What follows belongs to an exercise in optimizing a design on an open flow for small area, a short achievable clock period and few clock cycles; a production flow would make more cautious choices.

== the baseline ==
==> module lin_sync_fifo, before the edit <==
module lin_sync_fifo #(
    parameter int WIDTH = 33,
    parameter int DEPTH = 31,
    parameter int CW    = 5      
) (
    input  logic             ACLK,
    input  logic             ARESETn,
    input  logic             clr,
    input  logic             wr_valid,     
    input  logic [WIDTH-1:0] wr_data,
    output logic             rd_valid,
    output logic [WIDTH-1:0] rd_data,
    input  logic             rd_ready,
    output logic             pop
);
    logic [WIDTH-1:0] mem [DEPTH];
    logic [DEPTH-1:0] wr_sel;       
    logic [DEPTH-1:0] rd_sel;       
    logic [CW-1:0]    arr_cnt;      
    logic             arr_empty;
    logic             take;         
    logic             adv;          
    logic [WIDTH-1:0] head;
    assign arr_empty = (arr_cnt == '0);
    assign pop       = rd_valid & rd_ready;
    assign take      = ~rd_valid | rd_ready;
    assign adv       = take & (~arr_empty | wr_valid);
    always_ff @(posedge ACLK or negedge ARESETn) begin
        if (!ARESETn) begin
            wr_sel   <= DEPTH'(1);
            rd_sel   <= DEPTH'(1);
            arr_cnt  <= '0;
            rd_valid <= 1'b0;
        end else if (clr) begin
            wr_sel   <= DEPTH'(1);
            rd_sel   <= DEPTH'(1);
            arr_cnt  <= '0;
            rd_valid <= 1'b0;
        end else begin
            if (wr_valid) wr_sel <= {wr_sel[DEPTH-2:0], wr_sel[DEPTH-1]};
            if (adv) rd_sel <= {rd_sel[DEPTH-2:0], rd_sel[DEPTH-1]};
            arr_cnt <= arr_cnt + CW'(wr_valid) - CW'(adv);
            if (take) rd_valid <= ~arr_empty | wr_valid;
        end
    end
    always_ff @(posedge ACLK) begin
        for (int i = 0; i < DEPTH; i++) begin
            if (wr_valid & wr_sel[i]) mem[i] <= wr_data;
        end
    end
    always_comb begin
        head = '0;
        for (int i = 0; i < DEPTH; i++) begin
            head = head | (mem[i] & {WIDTH{rd_sel[i]}});
        end
    end
    always_ff @(posedge ACLK) begin
        if (take) rd_data <= arr_empty ? wr_data : head;
    end
endmodule
==> module lin_input_ctrl_top, before the edit <==
module lin_input_ctrl_top (
    input  logic                ACLK,
    input  logic                ARESETn,
    output lin_pkg::axi_id_t    axi_arid,
    output lin_pkg::addr_t      axi_araddr,
    output lin_pkg::burst_len_t axi_arlen,
    output logic [2:0]          axi_arsize,
    output logic [1:0]          axi_arburst,
    output logic                axi_arvalid,
    input  logic                axi_arready,
    input  lin_pkg::data_t      axi_rdata,
    input  logic                axi_rlast,
    input  logic                axi_rvalid,
    output logic                axi_rready,
    input  logic                out_bias_ready,
    output logic                out_bias_valid,
    output lin_pkg::data_t      out_bias_data,
    output logic                out_bias_last,
    input  logic                out_ready,
    output logic                out_valid,
    output lin_pkg::data_t      out_data,
    output logic                out_last,     
    input  logic                linear_init,
    output logic                linear_ready,
    input  logic                bias_go,
    output logic                bias_done,
    input  lin_pkg::addr_t      bias_address,
    input  lin_pkg::cnt_t       bias_size,
    input  lin_pkg::cnt_t       output_size,
    input  logic                input_go,
    output logic                input_done,
    input  lin_pkg::addr_t      input_address,
    input  lin_pkg::cnt_t       input_size,
    input  lin_pkg::cnt_t       input_num,
    input  lin_pkg::burst_len_t input_leng
);
    logic                has_bias;
    logic                start;
    logic                job_done;
    logic                vec_wr_valid;
    logic                vec_wr_last;
    logic                vec_pop;
    logic                zero_push;
    logic                bias_free;
    logic                vec_idle;
    assign has_bias   = (bias_size != '0);
    assign bias_done  = job_done;
    assign input_done = job_done;
    lin_burst_issuer u_issuer (
        .ACLK          (ACLK),
        .ARESETn       (ARESETn),
        .linear_init   (linear_init),
        .start         (start),
        .has_bias      (has_bias),
        .bias_address  (bias_address),
        .input_address (input_address),
        .input_size    (input_size),
        .input_num     (input_num),
        .input_leng    (input_leng),
        .vec_pop       (vec_pop),
        .bias_free     (bias_free),
        .zero_push     (zero_push),
        .vec_idle      (vec_idle),
        .axi_arready   (axi_arready),
        .axi_arid      (axi_arid),
        .axi_araddr    (axi_araddr),
        .axi_arlen     (axi_arlen),
        .axi_arsize    (axi_arsize),
        .axi_arburst   (axi_arburst),
        .axi_arvalid   (axi_arvalid)
    );
    lin_fetch_seq u_seq (
        .ACLK           (ACLK),
        .ARESETn        (ARESETn),
        .linear_init    (linear_init),
        .bias_go        (bias_go),
        .input_go       (input_go),
        .has_bias       (has_bias),
        .output_size    (output_size),
        .input_size     (input_size),
        .input_num      (input_num),
        .axi_rdata      (axi_rdata),
        .axi_rvalid     (axi_rvalid),
        .axi_rready     (axi_rready),
        .linear_ready   (linear_ready),
        .job_done       (job_done),
        .start          (start),
        .vec_wr_valid   (vec_wr_valid),
        .vec_wr_last    (vec_wr_last),
        .zero_push      (zero_push),
        .vec_idle       (vec_idle),
        .bias_free      (bias_free),
        .out_bias_ready (out_bias_ready),
        .out_bias_valid (out_bias_valid),
        .out_bias_data  (out_bias_data),
        .out_bias_last  (out_bias_last)
    );
    lin_sync_fifo #(.WIDTH(32 + 1), .DEPTH(31), .CW(5)) u_vec_fifo (
        .ACLK     (ACLK),
        .ARESETn  (ARESETn),
        .clr      (linear_init),
        .wr_valid (vec_wr_valid),
        .wr_data  ({vec_wr_last, axi_rdata}),
        .rd_valid (out_valid),
        .rd_data  ({out_last, out_data}),
        .rd_ready (out_ready),
        .pop      (vec_pop)
    );
endmodule
export LEC_CHECK = 0
export CAP_MARGIN = 20
export CORE_MARGIN = 2
export CORE_UTILIZATION = 40
export SETUP_SLACK_MARGIN = 3.0
export SLEW_MARGIN = 20
create_clock -name core_clock -period 5.5 [get_ports {ACLK}]
standard.sh (not shown) runs the stock make flow with config.mk's settings and CLKGATE_MAP_FILE= SYNTH_SCRIPT=/design/flow/synth_recipe.tcl, a recipe that flattens the netlist after the stock synthesis.
==> flow/flow/run.sh <==
#!/bin/bash
# Standard layout, except that the port buffers are buf_2 cells instead of
# the default clkdlybuf4s50_1. The make output goes to flow_make.log here;
# ORFS keeps each step's own log under orfs/logs/.
set -euo pipefail
export BUFFER_PORTS_ARGS="-buffer_cell sky130_fd_sc_hd__buf_2"
bash standard.sh > flow_make.log 2>&1
The baseline went all the way through synthesis, placement and routing and the layout is clean on timing, DRC and antenna.
[inputs] the candidate vs the baseline
--- a/flow/design.v
+++ b/flow/design.v
@@ -301,62 +301,78 @@
     end
 endmodule
 `timescale 1ns/1ps
 module lin_sync_fifo #(
     parameter int WIDTH = 33,
     parameter int DEPTH = 31,
-    parameter int CW    = 5      
+    parameter int PW    = 5
 ) (
     input  logic             ACLK,
     input  logic             ARESETn,
     input  logic             clr,
     input  logic             wr_valid,     
     input  logic [WIDTH-1:0] wr_data,
     output logic             rd_valid,
     output logic [WIDTH-1:0] rd_data,
     input  logic             rd_ready,
     output logic             pop
 );
     logic [WIDTH-1:0] mem [DEPTH];
-    logic [DEPTH-1:0] wr_sel;       
     logic [DEPTH-1:0] rd_sel;       
-    logic [CW-1:0]    arr_cnt;      
+    logic [WIDTH-1:0] head;
+    logic [PW-1:0]    wr_ptr;
+    logic [PW-1:0]    rd_ptr;
+    logic             wr_lap;
+    logic             rd_lap;
     logic             arr_empty;
     logic             take;         
-    logic             adv;          
-    logic [WIDTH-1:0] head;
-    assign arr_empty = (arr_cnt == '0);
+    logic [PW-1:0]    wr_inc;
+    logic [PW-1:0]    rd_inc;
+    logic             wr_wrap;
+    logic             rd_wrap;
+    assign arr_empty = (wr_ptr == rd_ptr) & (wr_lap == rd_lap);
     assign pop       = rd_valid & rd_ready;
     assign take      = ~rd_valid | rd_ready;
-    assign adv       = take & (~arr_empty | wr_valid);
+    assign wr_wrap   = (wr_ptr == PW'(DEPTH - 1));
+    assign rd_wrap   = (rd_ptr == PW'(DEPTH - 1));
+    assign wr_inc    = wr_wrap ? '0 : wr_ptr + 1'b1;
+    assign rd_inc    = rd_wrap ? '0 : rd_ptr + 1'b1;
     always_ff @(posedge ACLK or negedge ARESETn) begin
         if (!ARESETn) begin
-            wr_sel   <= DEPTH'(1);
-            rd_sel   <= DEPTH'(1);
-            arr_cnt  <= '0;
+            wr_ptr   <= '0;
+            rd_ptr   <= '0;
+            wr_lap   <= 1'b0;
+            rd_lap   <= 1'b0;
             rd_valid <= 1'b0;
         end else if (clr) begin
-            wr_sel   <= DEPTH'(1);
-            rd_sel   <= DEPTH'(1);
-            arr_cnt  <= '0;
+            wr_ptr   <= '0;
+            rd_ptr   <= '0;
+            wr_lap   <= 1'b0;
+            rd_lap   <= 1'b0;
             rd_valid <= 1'b0;
         end else begin
-            if (wr_valid) wr_sel <= {wr_sel[DEPTH-2:0], wr_sel[DEPTH-1]};
-            if (adv) rd_sel <= {rd_sel[DEPTH-2:0], rd_sel[DEPTH-1]};
-            arr_cnt <= arr_cnt + CW'(wr_valid) - CW'(adv);
-            if (take) rd_valid <= ~arr_empty | wr_valid;
+            if (wr_valid) begin
+                wr_ptr <= wr_inc;
+                wr_lap <= wr_lap ^ wr_wrap;
+            end
+            if (take) begin
+                rd_valid <= ~arr_empty | wr_valid;
+                if (~arr_empty | wr_valid) begin
+                    rd_ptr <= rd_inc;
+                    rd_lap <= rd_lap ^ rd_wrap;
+                end
+            end
         end
     end
     always_ff @(posedge ACLK) begin
-        for (int i = 0; i < DEPTH; i++) begin
-            if (wr_valid & wr_sel[i]) mem[i] <= wr_data;
-        end
+        if (wr_valid) mem[wr_ptr] <= wr_data;
     end
     always_comb begin
         head = '0;
         for (int i = 0; i < DEPTH; i++) begin
+            rd_sel[i] = (rd_ptr == PW'(i));
             head = head | (mem[i] & {WIDTH{rd_sel[i]}});
         end
     end
     always_ff @(posedge ACLK) begin
         if (take) rd_data <= arr_empty ? wr_data : head;
     end
@@ -456,13 +472,13 @@
         .bias_free      (bias_free),
         .out_bias_ready (out_bias_ready),
         .out_bias_valid (out_bias_valid),
         .out_bias_data  (out_bias_data),
         .out_bias_last  (out_bias_last)
     );
-    lin_sync_fifo #(.WIDTH(32 + 1), .DEPTH(31), .CW(5)) u_vec_fifo (
+    lin_sync_fifo #(.WIDTH(32 + 1), .DEPTH(31), .PW(5)) u_vec_fifo (
         .ACLK     (ACLK),
         .ARESETn  (ARESETn),
         .clr      (linear_init),
         .wr_valid (vec_wr_valid),
         .wr_data  ({vec_wr_last, axi_rdata}),
         .rd_valid (out_valid),
==> notes.md <==
Comparing sequential share of layout area for the candidate and the baseline, the smaller number came from the candidate. Count of clock-buffer cells in the layout, the candidate and the baseline: larger value in the baseline. Sort the candidate and the baseline by number of clock buffers inserted by TritonCTS, descending, and the baseline comes first. The candidate vs. the baseline: setup slack higher, synthesized cell count shrank by 201, worst endpoint required time dropped 0.02 ns, sequential cell count lower.
Function was not checked in any run of this note: the RTL went through the layout flow alone.

## port drivers added, routing unchanged
No port has a modelled driver above. Below, the same layouts with a new extraction and two added sets of constraints. Step 1, drivers: a clkbuf_16 drives ACLK and a buf_2 each remaining input, both assumed. Step 2 also shifts input and output timing later by t, the mid clock arrival at the registers, as if the neighbouring blocks saw the same clock. a / b / c = no drivers / after step 1 / after step 2; a / b = the first two.
| run | shift t [ns] | slack for setup (ns) | slew at the worst register clock pin (ns) |
|---|---|---|---|
| the baseline | 0.875 | 2.240 / 2.273 / 1.399 | 0.07 / 0.07 |
| the candidate | 0.857 | 2.346 / 2.358 / 1.501 | 0.07 / 0.07 |
After both steps setup and hold are still met in every run listed. For the candidate, which loses most, drivers alone change the setup slack by +0.012 ns; drivers and shift together by -0.845 ns.
